What follows belongs to an exercise in optimizing a design on an open flow for small area, a short achievable clock period and few clock cycles per item; a production flow would make more cautious choices. Where RTL was checked, it was by simulation tests only, not by an equivalence proof against the original.

==> 07-17: inputs <==
// adc_scan_scale_smooth
module adc_scan_scale_smooth (
   input  logic                clock,
   input  logic                reset,
   input  logic                req_valid,
   output logic                req_ready,
   input  logic [13:0]         req_sample,
   output logic                rsp_valid,
   input  logic                rsp_ready,
   output logic [1:0]          rsp_channel,
   output logic signed [31:0]  rsp_smoothed_value,
   output logic [7:0]          rsp_next_mux,
   input  logic                csr_we,
   input  logic [2:0]          csr_index,
   input  logic [31:0]         csr_wdata
);
clock: 9.5 ns
lec_check: 0
cap_margin: 20
core_margin: 2
core_utilization: 40
setup_slack_margin: 5
slew_margin: 20
run.sh (not shown) runs the stock make flow with config.mk's settings and CLKGATE_MAP_FILE= SYNTH_SCRIPT=/design/flow/synth_recipe.tcl, a recipe that flattens the netlist after the stock synthesis.
==> 10-26: changes against 07-17 <==
--- a/flow/design.v
+++ b/flow/design.v
@@ -283,171 +283,197 @@
    input  adcsss_pkg::cfg_type cfg,
    input  logic [13:0]         req_sample,
    output logic                res_valid,
    output logic [1:0]          res_channel,
    output logic signed [31:0]  res_value
 );
    localparam int W1 = 45;    
    localparam int W2 = 48;    
+   function automatic [W1-1:0] kconst1(input integer dummy);
+      reg [W1-1:0] k, one;
+      integer i;
+      begin
+         k = {W1{1'b0}};
+         one = {{(W1-1){1'b0}}, 1'b1};
+         for (i = 0; i < 9; i = i + 1) k = k - (one << (29 + 2*i));
+         kconst1 = k;
+      end
+   endfunction
+   localparam [W1-1:0] K1      = kconst1(0);
+   localparam [W1-1:0] K1_TEMP = K1 + 45'd2048 - (45'd274 << 12);
+   localparam [W1-1:0] K1_GAIN = K1 + 45'd8;
    logic [1:0]         ptr_ff;
-   logic               v0_ff, v1_ff, v2_ff, v3_ff, v4_ff;
-   logic [1:0]         ch0_ff, ch1_ff, ch2_ff, ch3_ff, ch4_ff;
-   logic [13:0]        s_ff;
+   logic               v1_ff, v2_ff, v3_ff, v4_ff, v5_ff, v6_ff;
+   logic [1:0]         ch1_ff, ch2_ff, ch3_ff, ch4_ff, ch5_ff, ch6_ff;
+   logic [28:0]        xs_ff, xc_ff;
    logic signed [28:0] x_ff;
    logic [8:0]         g_one_ff, g_two_ff, g_neg_ff;
    logic [W1-1:0]      ps_ff, pc_ff;
    logic signed [31:0] val_ff;
-   logic [1:0]         ch25_ff;
-   logic               v25_ff;
    logic signed [32:0] diff_ff;
    logic [8:0]         a_one_ff, a_two_ff, a_neg_ff;
    logic [W2-1:0]      qs_ff, qc_ff;
-   logic signed [31:0] avg_ff [0:2];
-   logic signed [23:0] bias1;
-   logic signed [28:0] vsum;
-   logic signed [16:0] tdiff;
-   logic signed [28:0] x_in;
-   logic [15:0]        opb;
-   logic [8:0]         g_one, g_two, g_neg;
-   assign bias1 = (ch0_ff == adcsss_pkg::CH_VOLT) ? cfg.voltage_bias : cfg.current_bias;
-   logic [5*29-1:0] vrows;
-   logic [28:0]     vs, vc;
-   assign vrows = {{15'd0, s_ff} << 9, {15'd0, s_ff} << 7, {15'd0, s_ff}, ~({15'd0, s_ff} << 4),
-                   {bias1[23], bias1, 4'd1}};
+   logic signed [31:0] avg0_ff, avg1_ff, avg2_ff;
+   logic signed [23:0] bias0;
+   logic [28:0]        s29;
+   logic [5*29-1:0]    vrows;
+   logic [28:0]        vs, vc;
+   logic [28:0]        xs_in, xc_in;
+   assign bias0 = (ptr_ff == adcsss_pkg::CH_VOLT) ? cfg.voltage_bias : cfg.current_bias;
+   assign s29   = {15'd0, req_sample};
+   assign vrows = {s29 << 9, s29 << 7, s29, ~(s29 << 4), {bias0[23], bias0, 4'd0}};
    adcsss_csa_tree #(.N(5), .W(29)) u_tree0 (
       .rows  (vrows),
       .sum   (vs),
       .carry (vc)
    );
-   assign vsum  = vs + vc;
-   assign tdiff = $signed({1'b0, cfg.temp_calibration[31:16]}) - $signed({5'd0, s_ff[13:2]});
-   assign x_in  = (ch0_ff == adcsss_pkg::CH_TEMP) ? {{12{tdiff[16]}}, tdiff} : vsum;
+   assign xs_in = (ptr_ff == adcsss_pkg::CH_TEMP) ? {13'd0, cfg.temp_calibration[31:16]} : vs;
+   assign xc_in = (ptr_ff == adcsss_pkg::CH_TEMP) ? ~{17'd0, req_sample[13:2]} : vc;
+   logic [15:0]        opb;
+   logic [8:0]         g_one, g_two, g_neg;
    always_comb begin
-      unique case (ch0_ff)
+      unique case (ch1_ff)
          adcsss_pkg::CH_TEMP: opb = cfg.temp_calibration[15:0];
          adcsss_pkg::CH_VOLT: opb = cfg.voltage_gain;
          default:             opb = cfg.current_gain;
       endcase
    end
    adcsss_booth_enc #(.D(9)) u_genc (
       .y   ({2'b00, opb}),
       .one (g_one),
       .two (g_two),
       .neg (g_neg)
    );
    logic [10*W1-1:0] rows1;
-   logic [W1-1:0]    extra1;
+   logic [11*W1-1:0] rows1k;
    logic [W1-1:0]    ps_in, pc_in;
-   assign extra1 = (ch1_ff == adcsss_pkg::CH_TEMP) ? 45'd2048 : 45'd8;
    adcsss_booth_rows #(.WX(29), .D(9), .W(W1)) u_rows1 (
       .x     (x_ff),
       .one   (g_one_ff),
       .two   (g_two_ff),
       .neg   (g_neg_ff),
-      .extra (extra1),
+      .extra ('0),
       .rows  (rows1)
    );
-   adcsss_csa_tree #(.N(10), .W(W1)) u_tree1 (
-      .rows  (rows1),
+   assign rows1k = {(ch2_ff == adcsss_pkg::CH_TEMP) ? K1_TEMP - K1 : K1_GAIN - K1, rows1};
+   adcsss_csa_tree #(.N(11), .W(W1)) u_tree1 (
+      .rows  (rows1k),
       .sum   (ps_in),
       .carry (pc_in)
    );
    logic [W1-1:0]      p;
-   logic [15:0]        k;
-   logic signed [16:0] khi;
+   logic [15:0]        kk;
+   logic               tsat;
    logic signed [31:0] tval;
    logic signed [31:0] gval;
    logic signed [31:0] value;
-   logic signed [31:0] avg3;
-   logic [16:0]        alpha;
-   logic [8:0]         a_one, a_two, a_neg;
    assign p    = ps_ff + pc_ff;
-   assign k    = p[27:12];
-   assign khi  = $signed({1'b0, k}) - 17'sd274;
-   assign tval = (khi > 17'sd32767) ? 32'sh7fff_ffff : {khi[15:0], 16'd55706};
+   assign kk   = p[27:12];
+   assign tsat = kk[15] && (kk <= 16'd65261);
+   assign tval = tsat ? 32'sh7fff_ffff : {kk, 16'd55706};
    assign gval = (p[44:35] == {10{p[35]}}) ? p[35:4]
                : (p[44] ? 32'sh8000_0000 : 32'sh7fff_ffff);
-   assign value = (ch2_ff == adcsss_pkg::CH_TEMP) ? tval : gval;
-   assign avg3  = avg_ff[ch25_ff];
+   assign value = (ch3_ff == adcsss_pkg::CH_TEMP) ? tval : gval;
+   logic signed [31:0] avg4;
+   logic [16:0]        alpha;
+   logic [8:0]         a_one, a_two, a_neg;
    always_comb begin
-      unique case (ch25_ff)
+      unique case (ch4_ff)
+         adcsss_pkg::CH_TEMP: avg4 = avg0_ff;
+         adcsss_pkg::CH_VOLT: avg4 = avg1_ff;
+         default:             avg4 = avg2_ff;
+      endcase
+   end
+   always_comb begin
+      unique case (ch4_ff)
          adcsss_pkg::CH_TEMP: alpha = cfg.temp_alpha;
          adcsss_pkg::CH_VOLT: alpha = cfg.voltage_alpha;
          default:             alpha = cfg.current_alpha;
       endcase
    end
    adcsss_booth_enc #(.D(9)) u_aenc (
       .y   ({1'b0, alpha}),
       .one (a_one),
       .two (a_two),
       .neg (a_neg)
    );
-   logic [10*W2-1:0] rows2;
-   logic [W2-1:0]    qs_in, qc_in;
+   logic signed [31:0] avg5;
+   logic [10*W2-1:0]   rows2;
+   logic [11*W2-1:0]   rows2a;
+   logic [W2-1:0]      qs_in, qc_in;
+   always_comb begin
+      unique case (ch5_ff)
+         adcsss_pkg::CH_TEMP: avg5 = avg0_ff;
+         adcsss_pkg::CH_VOLT: avg5 = avg1_ff;
+         default:             avg5 = avg2_ff;
+      endcase
+   end
    adcsss_booth_rows #(.WX(33), .D(9), .W(W2)) u_rows2 (
       .x     (diff_ff),
       .one   (a_one_ff),
       .two   (a_two_ff),
       .neg   (a_neg_ff),
       .extra (48'd32768),
       .rows  (rows2)
    );
-   adcsss_csa_tree #(.N(10), .W(W2)) u_tree2 (
-      .rows  (rows2),
+   assign rows2a = {avg5, 16'd0, rows2};
+   adcsss_csa_tree #(.N(11), .W(W2)) u_tree2 (
+      .rows  (rows2a),
       .sum   (qs_in),
       .carry (qc_in)
    );
-   logic signed [31:0] avg5;
-   logic [W2-1:0]      acc;
-   assign avg5 = avg_ff[ch4_ff];
-   assign acc  = qs_ff + qc_ff + {avg5, 16'd0};
-   assign res_valid   = v4_ff;
-   assign res_channel = ch4_ff;
+   logic [W2-1:0] acc;
+   assign acc         = qs_ff + qc_ff;
+   assign res_valid   = v6_ff;
+   assign res_channel = ch6_ff;
    assign res_value   = acc[47:16];
    always_ff @(posedge clock) begin
       if (reset) begin
          ptr_ff    <= adcsss_pkg::CH_TEMP;
-         v0_ff     <= 1'b0;
          v1_ff     <= 1'b0;
          v2_ff     <= 1'b0;
          v3_ff     <= 1'b0;
-         v25_ff    <= 1'b0;
          v4_ff     <= 1'b0;
-         avg_ff[0] <= '0;
-         avg_ff[1] <= '0;
-         avg_ff[2] <= '0;
+         v5_ff     <= 1'b0;
+         v6_ff     <= 1'b0;
+         avg0_ff   <= '0;
+         avg1_ff   <= '0;
+         avg2_ff   <= '0;
       end else if (go) begin
          if (accept) ptr_ff <= (ptr_ff == adcsss_pkg::CH_CURR) ? adcsss_pkg::CH_TEMP : ptr_ff + 2'd1;
-         v0_ff <= accept;
-         v1_ff <= v0_ff;
+         v1_ff <= accept;
          v2_ff <= v1_ff;
-         v25_ff <= v2_ff;
-         v3_ff <= v25_ff;
+         v3_ff <= v2_ff;
          v4_ff <= v3_ff;
-         if (v4_ff) avg_ff[ch4_ff] <= res_value;
+         v5_ff <= v4_ff;
+         v6_ff <= v5_ff;
+         if (v6_ff && ch6_ff == adcsss_pkg::CH_TEMP) avg0_ff <= res_value;
+         if (v6_ff && ch6_ff == adcsss_pkg::CH_VOLT) avg1_ff <= res_value;
+         if (v6_ff && ch6_ff == adcsss_pkg::CH_CURR) avg2_ff <= res_value;
       end
    end
    always_ff @(posedge clock) begin
       if (go) begin
-         s_ff     <= req_sample;
-         ch0_ff   <= ptr_ff;
-         ch1_ff   <= ch0_ff;
+         ch1_ff   <= ptr_ff;
          ch2_ff   <= ch1_ff;
-         ch25_ff  <= ch2_ff;
-         ch3_ff   <= ch25_ff;
+         ch3_ff   <= ch2_ff;
          ch4_ff   <= ch3_ff;
-         x_ff     <= x_in;
+         ch5_ff   <= ch4_ff;
+         ch6_ff   <= ch5_ff;
+         xs_ff    <= xs_in;
+         xc_ff    <= xc_in;
+         x_ff     <= xs_ff + xc_ff + 29'd1;
          g_one_ff <= g_one;
          g_two_ff <= g_two;
          g_neg_ff <= g_neg;
          ps_ff    <= ps_in;
          pc_ff    <= pc_in;
          val_ff   <= value;
-         diff_ff  <= $signed({val_ff[31], val_ff}) - $signed({avg3[31], avg3});
+         diff_ff  <= $signed({val_ff[31], val_ff}) - $signed({avg4[31], avg4});
          a_one_ff <= a_one;
          a_two_ff <= a_two;
          a_neg_ff <= a_neg;
          qs_ff    <= qs_in;
          qc_ff    <= qc_in;
       end
    end
 endmodule
==> 10-21: changes against 07-17 <==
==> flow/config.mk (replaced) <==
export PLATFORM = sky130hd
export DESIGN_NAME = adc_scan_scale_smooth
export DESIGN_NICKNAME = adc_scan_scale_smooth
export VERILOG_FILES = /design/flow/design.v
export SDC_FILE = /design/flow/constraint.sdc
export NUM_CORES = 4
export LEC_CHECK = 0
export CAP_MARGIN = 20
export CORE_MARGIN = 2
export CORE_UTILIZATION = 40
export SLEW_MARGIN = 20
==> results by group <==
Synth
  – Mux contribution to synthesized area: 0.0258
  – Synth Area in Adders: 0.250

Hold path
  – Hold Crit Start: u_ctrl.sk_val_ff[7]$_DFF_P_

Setup path
  – Worst Setup EP: u_dp.qs_ff[28]$_DFFE_PN_
  – Crit. Startpoint: u_dp.diff_ff[23]$_DFFE_PN_

Outcome
  – Outcome: finished clean

Global routing
  – First-pass GRT wire length: 242 mm
That was 10-26.
==> results by group <==
Outcome
  – Outcome: finished clean

Setup path
  – Crit. Startpoint: u_dp.ch0_ff[0]$_DFFE_PN_

Hold path
  – Hold Crit Start: u_dp.ch1_ff[0]$_DFFE_PN_

Global routing
  – First-pass GRT wire length: 245 mm

Synth
  – Synth Area in Adders: 0.240
  – Yosys reg bits: 720

Final layout
  – Most common cell after layout, fill and taps aside: inv_1

STA
  – Min setup slack post-route: around 4.3 ns
That was 07-17.
==> results by group <==
Setup path
  – Crit. Startpoint: u_dp.ch0_ff[0]$_DFFE_PN_
  – Worst Setup EP: u_dp.x_ff[27]$_DFFE_PN_

Hold path
  – Hold Crit Start: u_dp.ch3_ff[0]$_DFFE_PN_

Synth
  – Synth Area in Adders: 0.240

Outcome
  – Outcome: finished clean
That was 10-21.
Testbench counts of 10-26, summed over its fixed seeds: cycles 4,856, samples 4,800.
No functional check of the RTL was part of 07-17 and 10-21.

## afterwards: timing with drivers on the ports
In the flow no input, the clock included, has a driving cell. The finished layouts below were timed again as built, in two steps.
Step 1: set_driving_cell puts a clkbuf_16 on clock and a buf_2 on each other input, an assumption about the parent block.
Step 2 moves the port delays by t, midway between the first and last clock arrival at a register: inputs arrive t later, outputs are due t later. That takes back most of the time a late clock gives input paths.
a / b / c = ideal ports / drivers / drivers and shift; a / b = the first two.
| run | t (ns) | setup slack, ns | worst setup path at the end | latest minus earliest clock arrival (ns) |
|---|---|---|---|---|
| 07-17 | 0.768 | 4.316 / 4.316 / 4.316 | register to register | 0.049 / 0.049 |
| 10-26 | 0.756 | 5.090 / 5.090 / 4.955 | input to register | 0.055 / 0.055 |
| 10-21 | 0.752 | 3.420 / 3.420 / 3.420 | register to register | 0.067 / 0.067 |
After both steps setup and hold are still met in every run listed. For 10-26, which loses most, drivers alone change the setup slack by 0.000 ns; drivers and shift together by -0.135 ns.
